From an optimization exercise on the open Yosys and OpenROAD flow, aimed at small area, a short achievable clock period and few clock cycles; shortcuts taken in it are not production practice. Only simulation tests tie the RTL to the original design; equivalence was not proved.

## flow/design.v (module list and top-level ports; edited modules follow where they fit)
// module dsp_27x27s_arbiter: 1966 lines
// module dsp_fa: 4 lines
// module dsp_ha: 4 lines
// module dsp_fa1: 4 lines
// module dsp_ha1: 4 lines
module dsp_27x27s_arbiter (
  input  logic         clk,
  input  logic         aclr_n,
  input  logic [3:0]   req_valid,
  output logic [3:0]   req_ready,
  input  logic [107:0] req_ax,
  input  logic [107:0] req_ay,
  output logic         res_valid,
  input  logic         res_ready,
  output logic [1:0]   res_id,
  output logic [53:0]  res_data
);
  // ...
==> flow/flow/run.sh <==
#!/bin/bash
# Standard layout, with buf_1 cells as the port buffers.
set -euo pipefail
export BUFFER_PORTS_ARGS="-buffer_cell sky130_fd_sc_hd__buf_1"
bash standard.sh finish > standard_flow.log 2>&1
==> flow/standard.sh <==
#!/bin/bash
# synth_recipe.tcl (not shown) runs the flow's synth.tcl, then flattens the netlist and writes it again
# the make line also repeats each setting of config.mk as NAME=value (left out here)
make -C /OpenROAD-flow-scripts/flow DESIGN_CONFIG=/design/flow/config.mk WORK_HOME=/design/flow/orfs CLKGATE_MAP_FILE= SYNTH_SCRIPT=/design/flow/synth_recipe.tcl "${@:-finish}"
==> flow/config.mk <==
export PLATFORM = sky130hd
export DESIGN_NAME = dsp_27x27s_arbiter
export DESIGN_NICKNAME = dsp_27x27s_arbiter
export VERILOG_FILES = /design/flow/design.v
export SDC_FILE = /design/flow/constraint.sdc
export NUM_CORES = 4
export LEC_CHECK = 0
export CAP_MARGIN = 20
export CORE_MARGIN = 2
export CORE_UTILIZATION = 65
export CTS_BUF_LIST = sky130_fd_sc_hd__clkbuf_4 sky130_fd_sc_hd__clkbuf_8
export PLACE_DENSITY = 0.75
export SETUP_SLACK_MARGIN = 3.6
export SLEW_MARGIN = 20
export SYNTH_HIERARCHICAL = 1
==> flow/constraint.sdc <==
create_clock -name core_clock -period 7.3 [get_ports {clk}]
set_input_delay 1.4600 -clock core_clock [delete_from_list [all_inputs] [get_ports {clk}]]
set_output_delay 1.4600 -clock core_clock [all_outputs]
set_load 0.01 [all_outputs]
==> metrics.md, run 1 <==
| Metric | Value |
|---|---|
| R2R Setup Slk | 3440 ps |
| Share of layout cells above drive strength 1 | 14.0% |
| Register area share after synthesis | 25.6% |
| Number of fillers in the final layout | 2537 |
| GRT Overall Usage | 41.1% |
| Metal2 WL | 38700 um |
| Async S/R FF share, synth | 3.32% |
| XOR/XNOR Fraction of Synth Area | 15.6% |
| EDFF count, synth | 165 |
| Sequential cell area share | 22.3% |
| Startpoint types | flip-flop |
| Pre-CTS setup slack | 2530 ps |
| Post-synthesis mux area share | 1.13% |
| Post-Synth Adder-Cell Area | 29.2% |
| HPWL Detailed | 55500 um |
| Root buffer cell | clkbuf_8 |
| Multi-input gates | 1826 |
| Slew Limit Fails | 0 |
| H-tree depth | 2 |
| Outcome | timing/DRC/antenna clean |
| Hold buffers post-CTS | 0 |
| Fmax | 259 MHz |
| Final Wtd Congestion | 1.06 |
| Leading area contributor after synthesis | fa_1 |
| Setup-failing EPs final | 0 |
| Critical Path Fanout Max | 7 |
| Max Used Layer | met4 |
| Max Cap Violations | 0 |
| Num CTS Buffers | 40 |
Testbench counts, summed over its fixed seeds: cycles 5,494.
==> inputs of run 2 (changes only) <==
--- a/flow/config.mk
+++ b/flow/config.mk
@@ -7,9 +7,9 @@
 export LEC_CHECK = 0
 export CAP_MARGIN = 20
 export CORE_MARGIN = 2
-export CORE_UTILIZATION = 65
+export CORE_UTILIZATION = 45
 export CTS_BUF_LIST = sky130_fd_sc_hd__clkbuf_4 sky130_fd_sc_hd__clkbuf_8
-export PLACE_DENSITY = 0.75
+export PLACE_DENSITY = 0.6
 export SETUP_SLACK_MARGIN = 3.6
 export SLEW_MARGIN = 20
 export SYNTH_HIERARCHICAL = 1
==> run 2 against run 1 <==
Against the previous run:
- still clean on timing, DRC and antenna
- first-iteration DRC count shrank 23%
- die area grew 43%
- area after synthesis is the same
- worst hold slack lost 33 ps
- register-to-register slack gained 30 ps
- critical path depth shrank 4
- routed wire length grew 3.9%
- clock skew shrank 4.5 ps
- largest cell class unchanged
==> metrics.md, run 2 <==
| Metric | Value |
|---|---|
| CP peak stage delay | 440 ps (was 570 ps) |
| EDFF count, synth | 165 (unchanged) |
| Total negative slack | 0 ps (unchanged) |
| Critical Path Fanout Max | 6 (was 7) |
| Crit Path Category | input pin to output pin (was flip-flop to flip-flop) |
| Drt total wl | 89800 um (was 86400 um) |
| Slowest CP cell | a2111o_1 (was fa_1) |
| Gr ovfl total | 0 (unchanged) |
| I/O pin count | 284 (unchanged) |
| Via count | 21101 (was 21577) |
| First-pass GRT wire length | 127000 um (about the same) |
| Final hold vios | 0 (unchanged) |
| Synth top area cells | fa_1 (24%), edfxtp_1 (19%), xnor2_1 (14%), a22oi_1 (12%), dfxtp_1 (5.3%) (unchanged) |
| Hold buffers post-CTS | 0 (unchanged) |
| Register area share after synthesis | 25.6% (unchanged) |
| CTS tree | done (unchanged) |
| RSZ-0062 raised after global routing | true (unchanged) |
| DR pass1 iterations | 6 (unchanged) |
| Most used DFF post-synth | edfxtp_1 (unchanged) |
| Die X-Extent | 242 um (was 202 um) |
| Top cells by count, synth | a22oi_1 (422), xnor2_1 (407), fa_1 (306), edfxtp_1 (165), clkbuf_1 (143) (unchanged) |
| Slew Limit Fails | 0 (unchanged) |
| Top Registers | s1_a (54), s2_p (54), s1_b (53) (unchanged) |
| Post-route DRC violation count | 0 (unchanged) |
| Clock latency (worst-skew pair) | 630 ps (was 610 ps) |
| #FFs+latches synth | 241 (unchanged) |
| R2R Setup Slk | 3470 ps (was 3440 ps) |
| CTS Buffer Depth | 3 (unchanged) |
| Netlist cell types | 66 (unchanged) |
| Nets | 3236 (was 3220) |
| GRT Overall Usage | 28.2% (was 41.1%) |
| CP required | 5840 ps (was 7620 ps) |
| Worst-path clk slew | 60 ps (was 70 ps) |
| Final period util | 53.1% (was 52.9%) |
| Pin slew with the least headroom to its limit | 875 ps (was 957 ps) |
| ANT nets after route | 0 (unchanged) |
| Delay-heaviest family, CP | compound AO/OA/AOI/OAI gates (was adder cells) |
| Crit path cell chain | buf_12 > nor2b_4 > a2111o_1 > nor2_2 > buf_2 (was buf_4 > a22oi_2 > xnor2_1 > fa_2 > fa_1 > fa_2 > fa_2 > fa_2 > fa_2) |
| Critical Path End Type | output pin (was flip-flop) |
| Vias in the first global route | 21484 (was 22104) |
| Die Ht | 242 um (was 202 um) |
| Clock period minus worst slack | 3880 ps (was 3860 ps) |
| Final Wtd Congestion | 0.973 (was 1.06) |
| HPWL Detailed | 56500 um (was 55500 um) |
| H-tree depth | 2 (unchanged) |
| Worst slew margin | 41.5% (was 36.2%) |
| Commonest non-fill, non-tap cell in the layout | xnor2_1 (unchanged) |
| R2R Path End | s1_b[29] (was s1_b[28]) |
| Root buffer cell | clkbuf_8 (unchanged) |
| RR Startpoint | s0_two[3] (was s0_x[19]) |
| Full die area | 58500 um^2 (was 40800 um^2) |
| Worst setup path startpoint | req_valid[0] (was s0_x[19]) |
| Worst Setup EP | req_ready[2] (was s1_b[28]) |
| Top cell type's share of synthesized area | 24.1% (unchanged) |
| Hold WC Path Type | flip-flop to flip-flop (unchanged) |
| Core region area | 56200 um^2 (was 38600 um^2) |
| Async S/R FF share, synth | 3.32% (unchanged) |
| PortBufs | 283 (unchanged) |
| Initial antenna violation count | 6 (was 7) |
| R2R cell count | 9 (unchanged) |
| Syn Inst Count | 2368 (unchanged) |
| Post-synth net total | 3001 (unchanged) |
| Synth Cell Area | 25500 um^2 (unchanged) |
| CTS sink cnt | 241 (unchanged) |
| Total of warnings raised by yosys | 7 (unchanged) |
| Pin count of the biggest net entering global routing | 70 (was 78) |
| Leading area contributor after synthesis | fa_1 (unchanged) |
| Startpoint types | input pin (was flip-flop) |
| Share of layout cells above drive strength 1 | 15.4% (was 14.0%) |
| Max Cap Violations | 0 (unchanged) |
| Fmax | 258 MHz (was 259 MHz) |
| WP data arrival | 2420 ps (was 4180 ps) |
| Syn avg cell area | 10.8 um^2 (unchanged) |
| Worst Path Buf+Inv | 2 (was 1) |
| Num CTS Buffers | 44 (was 40) |
| Clk_skew | 30.4 ps (was 34.9 ps) |
| Initial Util | 45.3% (was 65.9%) |
| Outcome | timing/DRC/antenna clean (unchanged) |
| Commonest cells after routing, fill and taps aside | xnor2_1 (399), a22oi_1 (383), buf_1 (273), fa_1 (271), edfxtp_1 (165) (was xnor2_1 (399), a22oi_1 (395), buf_1 (273), fa_1 (255), edfxtp_1 (165)) |
| Area delta synth->final | 20.1% (was 16.3%) |
| CP Depth | 5 (was 9) |
| Most frequent cell after synthesis | a22oi_1 (unchanged) |
| Setup-failing EPs final | 0 (unchanged) |
| Drt via density | 6.21 (was 6.87) |
| Wire per inst | 26.4 um (was 27.5 um) |
| FP Rows | 87 (was 72) |
| Iteration-0 DRC Markers | 2492 (was 3253) |
## run 2: cell counts after synthesis
Identical to the previous run, type by type.
## run 2: cells by family after synthesis
logic type      count (synthesis)  share of synthesized area (%)
flops                         241                           25.6
fa+ha+maj                     410                           29.2
xor+xnor                      454                           15.6
mux                            21                           1.13
compound gates                648                           18.5
simple gates                  288                           5.30
buf+inv                       306                           4.74
## run 2: what timing repair did
item / CTS / global route
gates resized for setup: 219 / 154
pin swaps: 17 / 47
setup endpoints to repair: 118 / 71
buffers inserted: 35 / 15
cloned: 9 / 23
## run 2: cell type report
cell class | count | area [um^2]
multi-input cells | 1828 | 18400
diodes | 7 | 17.5
inverters | 59 | 221
flip-flops and latches | 241 | 6660
fillers | 4953 | 25600
clock buffers | 60 | 769
repair buffers | 429 | 3360
clock inverters | 20 | 194
well taps | 756 | 946
## run 2: Yosys stat by module (local to each module, per instance)
module              copies in the design  area (um^2)
dsp_ha1                                5         11.3
dsp_fa1                                7         27.5
dsp_27x27s_arbiter                     1        18700
dsp_fa                               306         20.0
dsp_ha                                34         12.5
## run 2: layer usage
layer / vias up / global-route usage, % / share of wire (%)
met2: 1407 / 44.5 / 46
met3: 252 / 7.21 / 11
met4: 0 / 12.2 / 4.7
li1: 8936 / - / -
met1: 10506 / 36.8 / 38
met5: - / 0 / 0
## run 2: worst reg2reg max path, delay by kind of cell, from the launching register on
kind / cells / cell delay (ps)
flip-flops: 1 / 350
XOR/XNOR: 1 / 120
adder cells (fa/ha/maj): 6 / 2700
buffers and inverters: 1 / 150
AO/OA/AOI/OAI: 1 / 250
## run 2: metrics by stage
stage                     hold slack (ps)  cells  setup slack [ps]  instance area (um^2)  util, %
final                                 416   3400              3420                 30600     54.4
after global routing                  421   3399              3380                 30600     54.4
after CTS                             415   3355              3510                 29300     52.2
after detailed placement              408   3231              2490                 27100     48.2
after global placement                403   3231              2570                 27100     48.2
after floorplan                       400   2368              2530                 25800        -
## run 2: worst min-delay path by stage
stage / slack (ps) / from / end / depth (start not counted)
3_5_place_dp: 410 / s1_id[1] / s2_id[1] / 0
2_1_floorplan: 400 / s1_id[0] / s2_id[0] / 0
5_1_grt: 420 / s1_id[1] / s2_id[1] / 0
3_3_place_gp: 400 / s1_id[0] / s2_id[0] / 0
6_report: 420 / s1_id[1] / s2_id[1] / 0
4_1_cts: 420 / s1_id[1] / s2_id[1] / 0
==> inputs of run 3 (changes only) <==
--- a/flow/config.mk
+++ b/flow/config.mk
@@ -8,8 +8,7 @@
 export CAP_MARGIN = 20
 export CORE_MARGIN = 2
 export CORE_UTILIZATION = 45
-export CTS_BUF_LIST = sky130_fd_sc_hd__clkbuf_4 sky130_fd_sc_hd__clkbuf_8
 export PLACE_DENSITY = 0.6
-export SETUP_SLACK_MARGIN = 3.6
+export SETUP_SLACK_MARGIN = 4.0
 export SLEW_MARGIN = 20
 export SYNTH_HIERARCHICAL = 1
==> run 3 against run 2 <==
Against the previous run:
- global-route usage increased by 3.6 points
- worst hold slack improved by 11 ps
- core utilization increased by 5.4 points
- sequential share of layout area decreased by 2.0 points
- cell count increased by 2.2%
- synthesized cell count unchanged
- area after synthesis unchanged
- critical endpoint is now s1_b[26]
==> metrics.md, run 3 <==
| Metric | Value |
|---|---|
| Num CTS Buffers | 28 (was 44) |
| Slew Limit Fails | 0 (unchanged) |
| Top cell type's share of synthesized area | 24.1% (unchanged) |
| R2R cell count | 9 (unchanged) |
| Clock period minus worst slack | 3830 ps (was 3880 ps) |
| Wire per inst | 27.9 um (was 26.4 um) |
| PortBufs | 283 (unchanged) |
| Final hold vios | 0 (unchanged) |
| Commonest cells after routing, fill and taps aside | xnor2_1 (374), a22oi_1 (285), buf_1 (273), fa_1 (184), edfxtp_1 (165) (was xnor2_1 (399), a22oi_1 (383), buf_1 (273), fa_1 (271), edfxtp_1 (165)) |
| Outcome | timing/DRC/antenna clean (unchanged) |
| Full die area | 58500 um^2 (unchanged) |
| Async S/R FF share, synth | 3.32% (unchanged) |
| Hold buffers post-CTS | 0 (unchanged) |
| Register area share after synthesis | 25.6% (unchanged) |
| Worst-path clk slew | 70 ps (was 60 ps) |
| First-pass GRT wire length | 142000 um (was 127000 um) |
| Synth top area cells | fa_1 (24%), edfxtp_1 (19%), xnor2_1 (14%), a22oi_1 (12%), dfxtp_1 (5.3%) (unchanged) |
| FP Rows | 87 (unchanged) |
| Gr ovfl total | 0 (unchanged) |
| Iteration-0 DRC Markers | 2444 (was 2492) |
| Most frequent cell after synthesis | a22oi_1 (unchanged) |
| Fmax | 261 MHz (was 258 MHz) |
| Placed instance count | 3231 (unchanged) |
| Total of warnings raised by yosys | 7 (unchanged) |
| Drt via density | 6.33 (was 6.21) |
| Netlist cell types | 66 (unchanged) |
| RR Startpoint | s0_two[3] (unchanged) |
| Syn Inst Count | 2368 (unchanged) |
| CTS Buffer Depth | 3 (unchanged) |
| Dpl cell area | 27100 um^2 (about the same) |
| Top Registers | s1_a (54), s2_p (54), s1_b (53) (unchanged) |
| Initial Util | 45.3% (unchanged) |
| Via count | 22020 (was 21101) |
| Nets | 3322 (was 3236) |
| Worst setup path startpoint | s0_two[3] (was req_valid[0]) |
| Crit Path Category | flip-flop to flip-flop (was input pin to output pin) |
| Die Ht | 242 um (unchanged) |
| Share of layout cells above drive strength 1 | 27.8% (was 15.4%) |
| Worst hold start | s1_id[0] (was s1_id[1]) |
| Pin slew with the least headroom to its limit | 947 ps (was 875 ps) |
| Critical Path Fanout Max | 7 (was 6) |
| Cell count of the worst hold path | 0 (unchanged) |
| Root buffer cell | clkbuf_16 (was clkbuf_8) |
| Synth Cell Area | 25500 um^2 (unchanged) |
| Die X-Extent | 242 um (unchanged) |
| Pin count of the biggest net entering global routing | 63 (was 70) |
| Final period util | 52.4% (was 53.1%) |
| Fin area | 33600 um^2 (was 30600 um^2) |
| Vias in the first global route | 23233 (was 21484) |
| H-tree depth | 1 (was 2) |
| Area delta synth->final | 32.1% (was 20.1%) |
| Hold WC Path Type | flip-flop to flip-flop (unchanged) |
| HPWL Detailed | 55600 um (was 56500 um) |
| Post-route DRC violation count | 0 (unchanged) |
| Commonest non-fill, non-tap cell in the layout | xnor2_1 (unchanged) |
| Final Wtd Congestion | 1.00 (was 0.973) |
| Top cells by count, synth | a22oi_1 (422), xnor2_1 (407), fa_1 (306), edfxtp_1 (165), clkbuf_1 (143) (unchanged) |
| Startpoint types | flip-flop (was input pin) |
| I/O pin count | 284 (unchanged) |
| CTS tree | done (unchanged) |
| ANT nets after route | 0 (unchanged) |
| Core region area | 56200 um^2 (unchanged) |
| CTS sink cnt | 241 (unchanged) |
| Clk_skew | 24.9 ps (was 30.4 ps) |
| Setup-failing EPs final | 0 (unchanged) |
| Total negative slack | 0 ps (unchanged) |
| #FFs+latches synth | 241 (unchanged) |
| GRT Overall Usage | 31.8% (was 28.2%) |
| CP required | 7610 ps (was 5840 ps) |
| Finished Core Util | 59.9% (was 54.4%) |
| Most used DFF post-synth | edfxtp_1 (unchanged) |
| Critical Path End Type | flip-flop (was output pin) |
| Initial antenna violation count | 10 (was 6) |
| WP data arrival | 4140 ps (was 2420 ps) |
| DR pass1 iterations | 6 (unchanged) |
| Max Cap Violations | 0 (unchanged) |
| Clock latency (worst-skew pair) | 600 ps (was 630 ps) |
| EDFF count, synth | 165 (unchanged) |
| Leading area contributor after synthesis | fa_1 (unchanged) |
| RSZ-0062 raised after global routing | true (unchanged) |
| Drt total wl | 96900 um (was 89800 um) |
| Worst slew margin | 35.1% (was 41.5%) |
| Post-synth net total | 3001 (unchanged) |
| Syn avg cell area | 10.8 um^2 (unchanged) |
| Cell Count, Final, Fillers Out | 3476 (was 3400) |
run 3: cell counts after synthesis:
No cell type changed its count.
run 3: metal layers:
metal | vias to the layer above | share of wire (%) | GRT usage (%)
met1 | 10836 | 36 | 38.0
li1 | 9108 | - | -
met3 | 455 | 13 | 9.97
met2 | 1621 | 44 | 49.7
met5 | - | 0 | 0
met4 | 0 | 7.9 | 20.8
run 3: final cells by class:
| class | count | area (um^2) |
|---|---|---|
| Inverter | 59 | 221 |
| Tap cell | 756 | 946 |
| Clock buffer | 35 | 801 |
| Sequential cell | 241 | 6670 |
| Clock inverter | 16 | 139 |
| Antenna cell | 10 | 25.0 |
| Timing Repair Buffer | 528 | 5000 |
| Multi-Input combinational cell | 1831 | 19800 |
| Fill cell | 4502 | 22500 |
run 3: critical path, stage by stage (launching register included):
cell     delay, ps
dfxtp_4        380
buf_12         160
a22oi_2        160
xnor2_1        140
ha_2           210
fa_1           470
fa_1           540
fa_2           410
fa_2           590
fa_2           490
run 3: per-module statistics from Yosys (local to each module, per instance):
module	copies in the design	cell area (um^2)	flip-flops and latches	cells inside
dsp_27x27s_arbiter	1	18700	241	1983
dsp_fa1	7	27.5	0	5
dsp_fa	306	20.0	0	1
dsp_ha1	5	11.3	0	2
dsp_ha	34	12.5	0	1
run 3: final timing paths:
check                      endpoint  slack [ps]
setup / recovery           s1_b[26]        3470
hold reg to reg            s2_id[0]         430
setup reg to reg           s1_b[26]        3470
max in group asynchronous  ptr_q[1]        6470
hold / removal             s2_id[0]         430
min in group asynchronous      s2_v         680
run 3: what timing repair did:
item                                    in CTS  in global routing
buffers inserted                            97                 36
resized for setup                          580                169
endpoints found under the setup margin     228                203
gates cloned                                40                 11
pin swaps                                  161                127
run 3: metrics by stage:
step | setup WS, ps | hold slack (ps)
after floorplan | 2530 | 400
after global placement | 2600 | 404
after detailed placement | 2510 | 407
after CTS | 3510 | 425
after global routing | 3400 | 427
final | 3470 | 427
run 3: kinds of logic after synthesis:
logic type      Yosys count  synth area share, %
compound gates          648                 18.5
xor+xnor                454                 15.6
fa+ha+maj               410                 29.2
buf+inv                 306                 4.74
simple gates            288                 5.30
flops                   241                 25.6
mux                      21                 1.13
==> inputs of run 4 (changes only) <==
--- a/flow/config.mk
+++ b/flow/config.mk
@@ -9,6 +9,6 @@
 export CORE_MARGIN = 2
 export CORE_UTILIZATION = 45
 export PLACE_DENSITY = 0.6
-export SETUP_SLACK_MARGIN = 4.0
+export SETUP_SLACK_MARGIN = 4.3
 export SLEW_MARGIN = 20
 export SYNTH_HIERARCHICAL = 1
==> run 4 against run 3 <==
Against the previous run:
- worst hold slack got worse by 3.4 ps
- non-clock buffer count rose by 54
- critical path type unchanged
- area after synthesis stayed put
==> metrics.md, run 4 <==
| Metric | Value |
|---|---|
| Worst Path Buf+Inv | 1 (unchanged) |
| Total of warnings raised by yosys | 7 (unchanged) |
| Async S/R FF share, synth | 3.32% (unchanged) |
| Max Cap Violations | 0 (unchanged) |
| Max Used Layer | met5 (was met4) |
| Num CTS Buffers | 28 (unchanged) |
| Outcome | timing/DRC/antenna clean (unchanged) |
| Cell Count, Final, Fillers Out | 3531 (was 3476) |
| Initial Util | 45.3% (unchanged) |
| Drt via density | 6.33 (about the same) |
| Synth top area cells | fa_1 (24%), edfxtp_1 (19%), xnor2_1 (14%), a22oi_1 (12%), dfxtp_1 (5.3%) (unchanged) |
| Crit path cell chain | buf_16 > xnor2_2 > fa_2 > fa_1 > fa_1 > fa_2 > fa_1 > fa_2 (was buf_12 > a22oi_2 > xnor2_1 > ha_2 > fa_1 > fa_1 > fa_2 > fa_2 > fa_2) |
| Area delta synth->final | 36.7% (was 32.1%) |
| PortBufs | 283 (unchanged) |
| Root buffer cell | clkbuf_16 (unchanged) |
| H-tree depth | 1 (unchanged) |
| Top cells by count, synth | a22oi_1 (422), xnor2_1 (407), fa_1 (306), edfxtp_1 (165), clkbuf_1 (143) (unchanged) |
| Total negative slack | 0 ps (unchanged) |
| Leading area contributor after synthesis | fa_1 (unchanged) |
| Pin slew with the least headroom to its limit | 909 ps (was 947 ps) |
| Met1 WL | 35100 um (was 34500 um) |
| Fmax | 260 MHz (was 261 MHz) |
| Critical Path Fanout Max | 24 (was 7) |
| DR pass1 iterations | 6 (unchanged) |
| Drt total wl | 99700 um (was 96900 um) |
| CTS Buffer Depth | 3 (unchanged) |
| Number of fillers in the final layout | 4340 (was 4502) |
| Crit Path Category | flip-flop to flip-flop (unchanged) |
| Via count | 22367 (was 22020) |
| Setup-failing EPs final | 0 (unchanged) |
| Dpl cell area | 27100 um^2 (unchanged) |
| Worst slew margin | 37.7% (was 35.1%) |
| Core region area | 56200 um^2 (unchanged) |
| I/O pin count | 284 (unchanged) |
| Syn Inst Count | 2368 (unchanged) |
| Post-route DRC violation count | 0 (unchanged) |
| Hold buffers post-CTS | 0 (unchanged) |
| #FFs+latches synth | 241 (unchanged) |
| Post-synth net total | 3001 (unchanged) |
| First-pass GRT wire length | 144000 um (was 142000 um) |
| Full die area | 58500 um^2 (unchanged) |
| Iteration-0 DRC Markers | 2660 (was 2444) |
| Pre-CTS setup slack | 2510 ps (unchanged) |
| Commonest non-fill, non-tap cell in the layout | xnor2_1 (unchanged) |
| Initial antenna violation count | 14 (was 10) |
| Vias in the first global route | 23546 (was 23233) |
| Pin count of the biggest net entering global routing | 63 (unchanged) |
| Die Ht | 242 um (unchanged) |
| HPWL Detailed | 55600 um (unchanged) |
| Final hold vios | 0 (unchanged) |
| CTS tree | done (unchanged) |
| Fin area | 34800 um^2 (was 33600 um^2) |
| Slowest CP cell | fa_1 (was fa_2) |
| CP peak stage delay | 550 ps (was 590 ps) |
| Share of layout cells above drive strength 1 | 32.8% (was 27.8%) |
| CTS sink cnt | 241 (unchanged) |
| Hold WC Path Type | flip-flop to flip-flop (unchanged) |
| Delay-heaviest family, CP | adder cells (unchanged) |
| Most used DFF post-synth | edfxtp_1 (unchanged) |
| ANT nets after route | 0 (unchanged) |
| Nets | 3377 (was 3322) |
| Clock period minus worst slack | 3850 ps (was 3830 ps) |
| Slew Limit Fails | 0 (unchanged) |
| Commonest cells after routing, fill and taps aside | xnor2_1 (359), buf_1 (273), a22oi_1 (266), edfxtp_1 (165), fa_1 (161) (was xnor2_1 (374), a22oi_1 (285), buf_1 (273), fa_1 (184), edfxtp_1 (165)) |
| Die X-Extent | 242 um (unchanged) |
| Critical Path End Type | flip-flop (unchanged) |
| Metal2 WL | 44600 um (was 42600 um) |
| Worst setup margin | 3450 ps (was 3470 ps) |
| WP data arrival | 4170 ps (was 4140 ps) |
| Final Wtd Congestion | 1.00 (unchanged) |
| EDFF count, synth | 165 (unchanged) |
| Clock latency (worst-skew pair) | 600 ps (about the same) |
| CP required | 7620 ps (was 7610 ps) |
| Most frequent cell after synthesis | a22oi_1 (unchanged) |
| Startpoint types | flip-flop (unchanged) |
| Wire per inst | 28.2 um (was 27.9 um) |
| Placed instance count | 3231 (unchanged) |
| Register area share after synthesis | 25.6% (unchanged) |
| Top Registers | s1_a (54), s2_p (54), s1_b (53) (unchanged) |
| FP Rows | 87 (unchanged) |
| Clk_skew | 24.0 ps (was 24.9 ps) |
| WL met3 | 12300 um (was 12100 um) |
| Worst-path clk slew | 70 ps (about the same) |
| GRT Overall Usage | 32.5% (was 31.8%) |
| Gr ovfl total | 0 (unchanged) |
| Top cell type's share of synthesized area | 24.1% (unchanged) |
| Netlist cell types | 66 (unchanged) |
| Final period util | 52.7% (was 52.4%) |
| RSZ-0062 raised after global routing | true (unchanged) |
| Synth Cell Area | 25500 um^2 (unchanged) |
| Syn avg cell area | 10.8 um^2 (unchanged) |
-- run 4: changes by cell type in the layout (fill, tap and decap cells not counted), sizes merged --
cell	change
buf	+58
clkbuf	+1
bufbuf	-5
o41a	+1
-- run 4: what timing repair did --
| item | CTS | global route |
|---|---|---|
| endpoints found under the hold margin | 0 | 0 |
| resized for setup | 715 | 206 |
| buffers inserted | 125 | 61 |
| pin swaps | 217 | 179 |
| cloned | 42 | 11 |
| endpoints found under the setup margin | 239 | 228 |
-- run 4: logic make-up after synthesis --
| family | share of synthesized area [%] |
|---|---|
| DFF | 25.6 |
| and+or+nand+nor | 5.30 |
| muxes | 1.13 |
| adders and majority gates | 29.2 |
| AOI/OAI and AO/OA | 18.5 |
| xor gates and xnor gates | 15.6 |
| buffers and inverters | 4.74 |
-- run 4: area by class of cell --
cell class | count | area, um^2 | area share, %
flip-flops and latches | 241 | 6670 | 19.1
repair buffers | 582 | 5520 | 15.8
multi-input cells | 1832 | 20500 | 58.9
well taps | 756 | 946 | 2.72
inverters | 59 | 221 | 0.636
diodes | 10 | 25.0 | 0.0719
clock buffers | 35 | 801 | 2.30
clock inverters | 16 | 139 | 0.399
-- run 4: metrics by stage --
stage	util (%)	hold WS [ps]
after floorplan	-	400
after global placement	48.3	404
after detailed placement	48.3	407
after CTS	58.8	425
after global routing	62.0	427
final	62.0	423
-- run 4: final timing paths --
path                                 from  slack (ps)  cells past startpoint        to
worst max register to register  s0_neg[5]        3450                      8  s1_b[30]
worst min-delay path             s1_id[0]         420                      0  s2_id[0]
worst max-delay path            s0_neg[5]        3450                      8  s1_b[30]
worst min register to register   s1_id[0]         420                      0  s2_id[0]
min in group asynchronous          aclr_n         670                      1      s1_v
max in group asynchronous          aclr_n        6470                      1  ptr_q[1]
-- run 4: per-layer routing --
| layer | vias to the layer above | track usage, % |
|---|---|---|
| li1 | 9224 | - |
| met1 | 11039 | 38.5 |
| met2 | 1610 | 51.5 |
| met3 | 490 | 10.7 |
| met4 | 4 | 19.2 |
| met5 | - | 0 |
-- run 4: modules after synthesis (local to each module, per instance) --
module	cells	flops+latches	times used	cell area, um^2
dsp_27x27s_arbiter	1983	241	1	18700
dsp_fa1	5	0	7	27.5
dsp_fa	1	0	306	20.0
dsp_ha	1	0	34	12.5
dsp_ha1	2	0	5	11.3
==> inputs of run 5 (changes only) <==
==> flow/run.sh (new file) <==
#!/bin/bash
# synth_recipe.tcl (not shown) runs the flow's synth.tcl, then flattens the netlist and writes it again
# the make line also repeats each setting of config.mk as NAME=value (left out here)
make -C /OpenROAD-flow-scripts/flow DESIGN_CONFIG=/design/flow/config.mk WORK_HOME=/design/flow/orfs CLKGATE_MAP_FILE= SYNTH_SCRIPT=/design/flow/synth_recipe.tcl finish
--- a/flow/config.mk
+++ b/flow/config.mk
@@ -9,6 +9,6 @@
 export CORE_MARGIN = 2
 export CORE_UTILIZATION = 45
 export PLACE_DENSITY = 0.6
-export SETUP_SLACK_MARGIN = 4.3
+export SETUP_SLACK_MARGIN = 3.6
 export SLEW_MARGIN = 20
 export SYNTH_HIERARCHICAL = 1
removed: flow/flow/run.sh
removed: flow/standard.sh
==> run 5 against run 4 <==
Against the previous run:
- global-route usage is 2.8 points lower
- die area is the same
- sequential cell count unchanged
- still clean
- critical endpoint is now s1_b[29]
- setup slack improved by 38 ps
- non-clock buffer count decreased by 140
- critical path depth up 1
==> metrics.md, run 5 <==
| Metric | Value |
|---|---|
| #FFs+latches synth | 241 (unchanged) |
| CTS sink cnt | 241 (unchanged) |
| Gr ovfl total | 0 (unchanged) |
| Most used DFF post-synth | edfxtp_1 (unchanged) |
| I/O pin count | 284 (unchanged) |
| Die Ht | 242 um (unchanged) |
| Most Frequent Cell on Critical Path | fa_2 |
| Critical Path End Type | flip-flop (unchanged) |
| Initial antenna violation count | 6 (was 14) |
| Synth Cell Area | 25500 um^2 (unchanged) |
| Hold buffers post-CTS | 0 (unchanged) |
| Worst Path Buf+Inv | 1 (unchanged) |
| Syn Inst Count | 2368 (unchanged) |
| Worst slew margin | 40.4% (was 37.7%) |
| Crit Path Category | flip-flop to flip-flop (unchanged) |
| Commonest non-fill, non-tap cell in the layout | xnor2_1 (unchanged) |
| Outcome | timing/DRC/antenna clean (unchanged) |
| Slew Limit Fails | 0 (unchanged) |
| ANT nets after route | 0 (unchanged) |
| Syn avg cell area | 10.8 um^2 (unchanged) |
| Drt total wl | 91200 um (was 99700 um) |
| Final hold vios | 0 (unchanged) |
| Final Wtd Congestion | 0.942 (was 1.00) |
| Wire per inst | 26.9 um (was 28.2 um) |
| Startpoint types | flip-flop (unchanged) |
| Cell Count, Final, Fillers Out | 3386 (was 3531) |
| Die X-Extent | 242 um (unchanged) |
| Area delta synth->final | 26.5% (was 36.7%) |
| Total negative slack | 0 ps (unchanged) |
| Num CTS Buffers | 29 (was 28) |
| Top cell type's share of synthesized area | 24.1% (unchanged) |
| Delay-heaviest family, CP | adder cells (unchanged) |
| Top cells by count, synth | a22oi_1 (422), xnor2_1 (407), fa_1 (306), edfxtp_1 (165), clkbuf_1 (143) (unchanged) |
| Clock latency (worst-skew pair) | 600 ps (about the same) |
| Finished Core Util | 57.3% (was 62.0%) |
| Clock period minus worst slack | 3810 ps (was 3850 ps) |
| H-tree depth | 1 (unchanged) |
| Post-synth net total | 3001 (unchanged) |
| Nets | 3235 (was 3377) |
| Netlist cell types | 66 (unchanged) |
| Placed instance count | 3227 (was 3231) |
| Root buffer cell | clkbuf_16 (unchanged) |
| Post-route DRC violation count | 0 (unchanged) |
| DR pass1 iterations | 7 (was 6) |
| Iteration-0 DRC Markers | 2355 (was 2660) |
| CP peak stage delay | 520 ps (was 550 ps) |
| Final period util | 52.2% (was 52.7%) |
| Clk_skew | 23.1 ps (was 24.0 ps) |
| Most frequent cell after synthesis | a22oi_1 (unchanged) |
| CTS tree | done (unchanged) |
| Fin area | 32200 um^2 (was 34800 um^2) |
| Max Cap Violations | 0 (unchanged) |
| Full die area | 58500 um^2 (unchanged) |
| CP required | 7630 ps (was 7620 ps) |
| Synth top area cells | fa_1 (24%), edfxtp_1 (19%), xnor2_1 (14%), a22oi_1 (12%), dfxtp_1 (5.3%) (unchanged) |
| Leading area contributor after synthesis | fa_1 (unchanged) |
| Async S/R FF share, synth | 3.32% (unchanged) |
| CTS Buffer Depth | 3 (unchanged) |
| PortBufs | 283 (unchanged) |
| Critical Path Fanout Max | 6 (was 24) |
| EDFF count, synth | 165 (unchanged) |
| Hold WC Path Type | flip-flop to flip-flop (unchanged) |
| Vias in the first global route | 21887 (was 23546) |
| Core region area | 56200 um^2 (unchanged) |
| Total of warnings raised by yosys | 7 (unchanged) |
| Share of layout cells above drive strength 1 | 14.6% (was 32.8%) |
| Via count | 20867 (was 22367) |
| Commonest cells after routing, fill and taps aside | xnor2_1 (403), a22oi_1 (389), clkdlybuf4s50_1 (273), fa_1 (264), edfxtp_1 (165) (was xnor2_1 (359), buf_1 (273), a22oi_1 (266), edfxtp_1 (165), fa_1 (161)) |
| HPWL Detailed | 58200 um (was 55600 um) |
| Initial Util | 45.3% (unchanged) |
| Pin count of the biggest net entering global routing | 69 (was 63) |
| Top Registers | s1_a (54), s2_p (54), s1_b (53) (unchanged) |
| RSZ-0062 raised after global routing | true (unchanged) |
| Dpl cell area | 28800 um^2 (was 27100 um^2) |
| Register area share after synthesis | 25.6% (unchanged) |
| Slowest CP cell | fa_1 (unchanged) |
| WP data arrival | 4140 ps (was 4170 ps) |
| Crit path cell chain | buf_12 > a22oi_2 > xnor2_2 > fa_2 > fa_1 > fa_2 > fa_2 > fa_1 > fa_2 (was buf_16 > xnor2_2 > fa_2 > fa_1 > fa_1 > fa_2 > fa_1 > fa_2) |
| Fmax | 262 MHz (was 260 MHz) |
| First-pass GRT wire length | 133000 um (was 144000 um) |
| Worst-path clk slew | 60 ps (was 70 ps) |
| Setup-failing EPs final | 0 (unchanged) |
| Pin slew with the least headroom to its limit | 895 ps (was 909 ps) |
| GRT Overall Usage | 29.7% (was 32.5%) |
| Drt via density | 6.16 (was 6.33) |
| FP Rows | 87 (unchanged) |
==> run 5: what timing repair did <==
action,CTS,global route
cloned,10,14
setup buffers,33,43
pin swaps,17,54
endpoints found under the setup margin,196,61
resized for setup,231,144
==> run 5: per-stage QoR <==
step	hold WS [ps]	setup WS, ps
floorplan	400	2530
global placement	404	2150
detailed placement	415	2050
CTS	431	3480
global route	447	3420
finish	431	3490
==> run 5: per-module statistics from Yosys, one instance, submodules excluded <==
module / area (um^2) / flops+latches / cells inside
dsp_27x27s_arbiter: 18700 / 241 / 1983
dsp_fa1: 27.5 / 0 / 5
dsp_ha1: 11.3 / 0 / 2
dsp_fa: 20.0 / 0 / 1
dsp_ha: 12.5 / 0 / 1
==> run 5: final cells by class <==
class	instances	area (um^2)
Antenna cell	5	12.5
Clock buffer	38	821
Clock inverter	16	144
Fill cell	4796	24000
Inverter	59	221
Multi-Input combinational cell	1829	18400
Sequential cell	241	6660
Tap cell	756	946
Timing Repair Buffer	442	5040
==> run 5: kinds of logic after synthesis <==
| logic type | count (synthesis) | share of synthesized area (%) |
|---|---|---|
| simple gates | 288 | 5.30 |
| fa+ha+maj | 410 | 29.2 |
| flops | 241 | 25.6 |
| xor+xnor | 454 | 15.6 |
| compound gates | 648 | 18.5 |
| mux | 21 | 1.13 |
| buf+inv | 306 | 4.74 |
==> run 5: path summary, 6_finish.rpt <==
kind                            startpoint        to  slack (ps)  depth (start not counted)
worst max register to register    s0_x[20]  s1_b[29]        3490                          9
min in group asynchronous           aclr_n  nxt_q[1]         710                          1
worst min-delay path              s1_id[0]  s2_id[0]         430                          0
worst min register to register    s1_id[0]  s2_id[0]         430                          0
max in group asynchronous           aclr_n  ptr_q[1]        6420                          1
worst max-delay path              s0_x[20]  s1_b[29]        3490                          9
==> run 5: per-layer routing <==
layer	part of all wire [%]	global-route usage [%]
met1	38	37.0
met2	47	47.7
met3	11	8.57
met4	4.5	13.7
met5	0.014	0
==> inputs of run 6 (changes only) <==
==> flow/flow/run.sh (new file) <==
#!/bin/bash
# Standard layout, with buf_1 cells as the port buffers.
set -euo pipefail
export BUFFER_PORTS_ARGS="-buffer_cell sky130_fd_sc_hd__buf_1"
bash standard.sh finish > standard_flow.log 2>&1
==> flow/standard.sh (new file) <==
#!/bin/bash
# synth_recipe.tcl (not shown) runs the flow's synth.tcl, then flattens the netlist and writes it again
# the make line also repeats each setting of config.mk as NAME=value (left out here)
make -C /OpenROAD-flow-scripts/flow DESIGN_CONFIG=/design/flow/config.mk WORK_HOME=/design/flow/orfs CLKGATE_MAP_FILE= SYNTH_SCRIPT=/design/flow/synth_recipe.tcl "${@:-finish}"
--- a/flow/config.mk
+++ b/flow/config.mk
@@ -7,8 +7,9 @@
 export LEC_CHECK = 0
 export CAP_MARGIN = 20
 export CORE_MARGIN = 2
-export CORE_UTILIZATION = 45
-export PLACE_DENSITY = 0.6
+export CORE_UTILIZATION = 78
+export CTS_BUF_LIST = sky130_fd_sc_hd__clkbuf_4 sky130_fd_sc_hd__clkbuf_8
+export PLACE_DENSITY = 0.85
 export SETUP_SLACK_MARGIN = 3.6
 export SLEW_MARGIN = 20
 export SYNTH_HIERARCHICAL = 1
removed: flow/run.sh
==> run 6 against run 5 <==
Against the previous run:
- the flow now stops in 5_1_grt
- area after synthesis is the same
- synthesized cell count unchanged
==> metrics.md, run 6 <==
| Metric | Value |
|---|---|
| Placed instance count | 2915 (was 3227) |
| Leading area contributor after synthesis | fa_1 (unchanged) |
| Synth Cell Area | 25500 um^2 (unchanged) |
| GRT Overall Usage | 82.0% |
| Pin count of the biggest net entering global routing | 82 |
| Die Ht | 185 um (was 242 um) |
| Most used DFF post-synth | edfxtp_1 (unchanged) |
| Halt Stage | 5_1_grt |
| Run Error | [ERROR GRT-0232] Routing congestion too high. Check the congestion heatmap in the GUI. |
| Register area share after synthesis | 25.6% (unchanged) |
| Die X-Extent | 185 um (was 242 um) |
| Synth top area cells | fa_1 (24%), edfxtp_1 (19%), xnor2_1 (14%), a22oi_1 (12%), dfxtp_1 (5.3%) (unchanged) |
| Outcome | aborted with a tool error (was timing/DRC/antenna clean) |
| Initial Util | 78.7% (was 45.3%) |
| Num CTS Buffers | 41 (was 29) |
| Syn avg cell area | 10.8 um^2 (unchanged) |
| I/O pin count | 284 (unchanged) |
| Top cell type's share of synthesized area | 24.1% (unchanged) |
| Root buffer cell | clkbuf_8 (was clkbuf_16) |
| HPWL Detailed | 58400 um (was 58200 um) |
| CTS Buffer Depth | 3 (unchanged) |
| Netlist cell types | 66 (unchanged) |
| Async S/R FF share, synth | 3.32% (unchanged) |
| Gr ovfl total | 8 |
| Total of warnings raised by yosys | 7 (unchanged) |
| Dpl cell area | 26700 um^2 (was 28800 um^2) |
| Top cells by count, synth | a22oi_1 (422), xnor2_1 (407), fa_1 (306), edfxtp_1 (165), clkbuf_1 (143) (unchanged) |
| EDFF count, synth | 165 (unchanged) |
| Post-synth net total | 3001 (unchanged) |
| PortBufs | 283 (unchanged) |
| Syn Inst Count | 2368 (unchanged) |
| FP Rows | 66 (was 87) |
| Most frequent cell after synthesis | a22oi_1 (unchanged) |
| CTS sink cnt | 241 (unchanged) |
| #FFs+latches synth | 241 (unchanged) |
| H-tree depth | 2 (was 1) |
| Final Wtd Congestion | 0.995 (was 0.942) |
## run 6: cell counts after synthesis
Identical to the previous run, type by type.
## run 6: what timing repair did
item	in CTS
endpoints found under the hold margin	0
pin swaps	34
resized for setup	257
endpoints found under the setup margin	139
hold buffers	0
buffers inserted	34
cloned	16
## run 6: stage by stage
stage | worst slack [ps]
after CTS | 3480
after detailed placement | 2530
after global placement | 2620
after floorplan | 2530
## run 6: Yosys stat by module (local to each module, per instance)
module	area (um^2)	cells inside
dsp_27x27s_arbiter	18700	1983
dsp_fa1	27.5	5
dsp_fa	20.0	1
dsp_ha	12.5	1
dsp_ha1	11.3	2
## run 6: routing by layer
metal | track usage [%] | GRT overflow
met3 | 72.0 | 1
met2 | 94.5 | 5
met1 | 80.2 | 1
met4 | 82.0 | 1
met5 | 52.9 | 0
## run 6: cell families after synthesis
| group | Yosys count | share of synthesized area [%] |
|---|---|---|
| fa+ha+maj | 410 | 29.2 |
| buf+inv | 306 | 4.74 |
| compound gates | 648 | 18.5 |
| flops | 241 | 25.6 |
| simple gates | 288 | 5.30 |
| xor+xnor | 454 | 15.6 |
| mux | 21 | 1.13 |
## run 6: how the worst min path moves through the flow
stage | start | end | slack [ps] | cells after the start
floorplan | s1_id[0] | s2_id[0] | 400 | 0
global placement | s1_id[1] | s2_id[1] | 410 | 0
detailed placement | s1_id[1] | s2_id[1] | 410 | 0
CTS | s1_id[1] | s2_id[1] | 420 | 0

-- afterwards: timing with drivers on the ports --
The results above use ideal ports. As a check the final layouts listed here were re-extracted and re-timed, cells and wires unchanged.
Step 1 (the two cells are an assumption about what drives the block):
set clk [get_ports {clk}]
set_driving_cell -lib_cell sky130_fd_sc_hd__clkbuf_16 $clk
set_driving_cell -lib_cell sky130_fd_sc_hd__buf_2 [delete_from_list [all_inputs] $clk]
Step 2 also shifts input and output timing later by t, the mid clock arrival at the registers, as if the neighbouring blocks saw the same clock.
Three values: ideal, step 1, step 2; two values: the first two.
| run | t (ns) | setup WS [ns] | hold WS [ns] |
|---|---|---|---|
| run 1 | 0.645 | 3.442 / 3.442 / 2.984 | 0.448 / 0.448 / 0.448 |
| run 2 | 0.673 | 3.425 / 3.379 / 3.029 | 0.416 / 0.416 / 0.416 |
| run 3 | 0.651 | 3.471 / 3.439 / 2.859 | 0.427 / 0.427 / 0.427 |
| run 4 | 0.655 | 3.451 / 3.446 / 2.854 | 0.423 / 0.423 / 0.423 |
| run 5 | 0.654 | 3.489 / 3.442 / 3.074 | 0.431 / 0.431 / 0.431 |
After both steps every run listed still meets setup and hold. For run 3, which loses most, drivers alone change the setup slack by -0.032 ns; drivers and shift together by -0.612 ns.
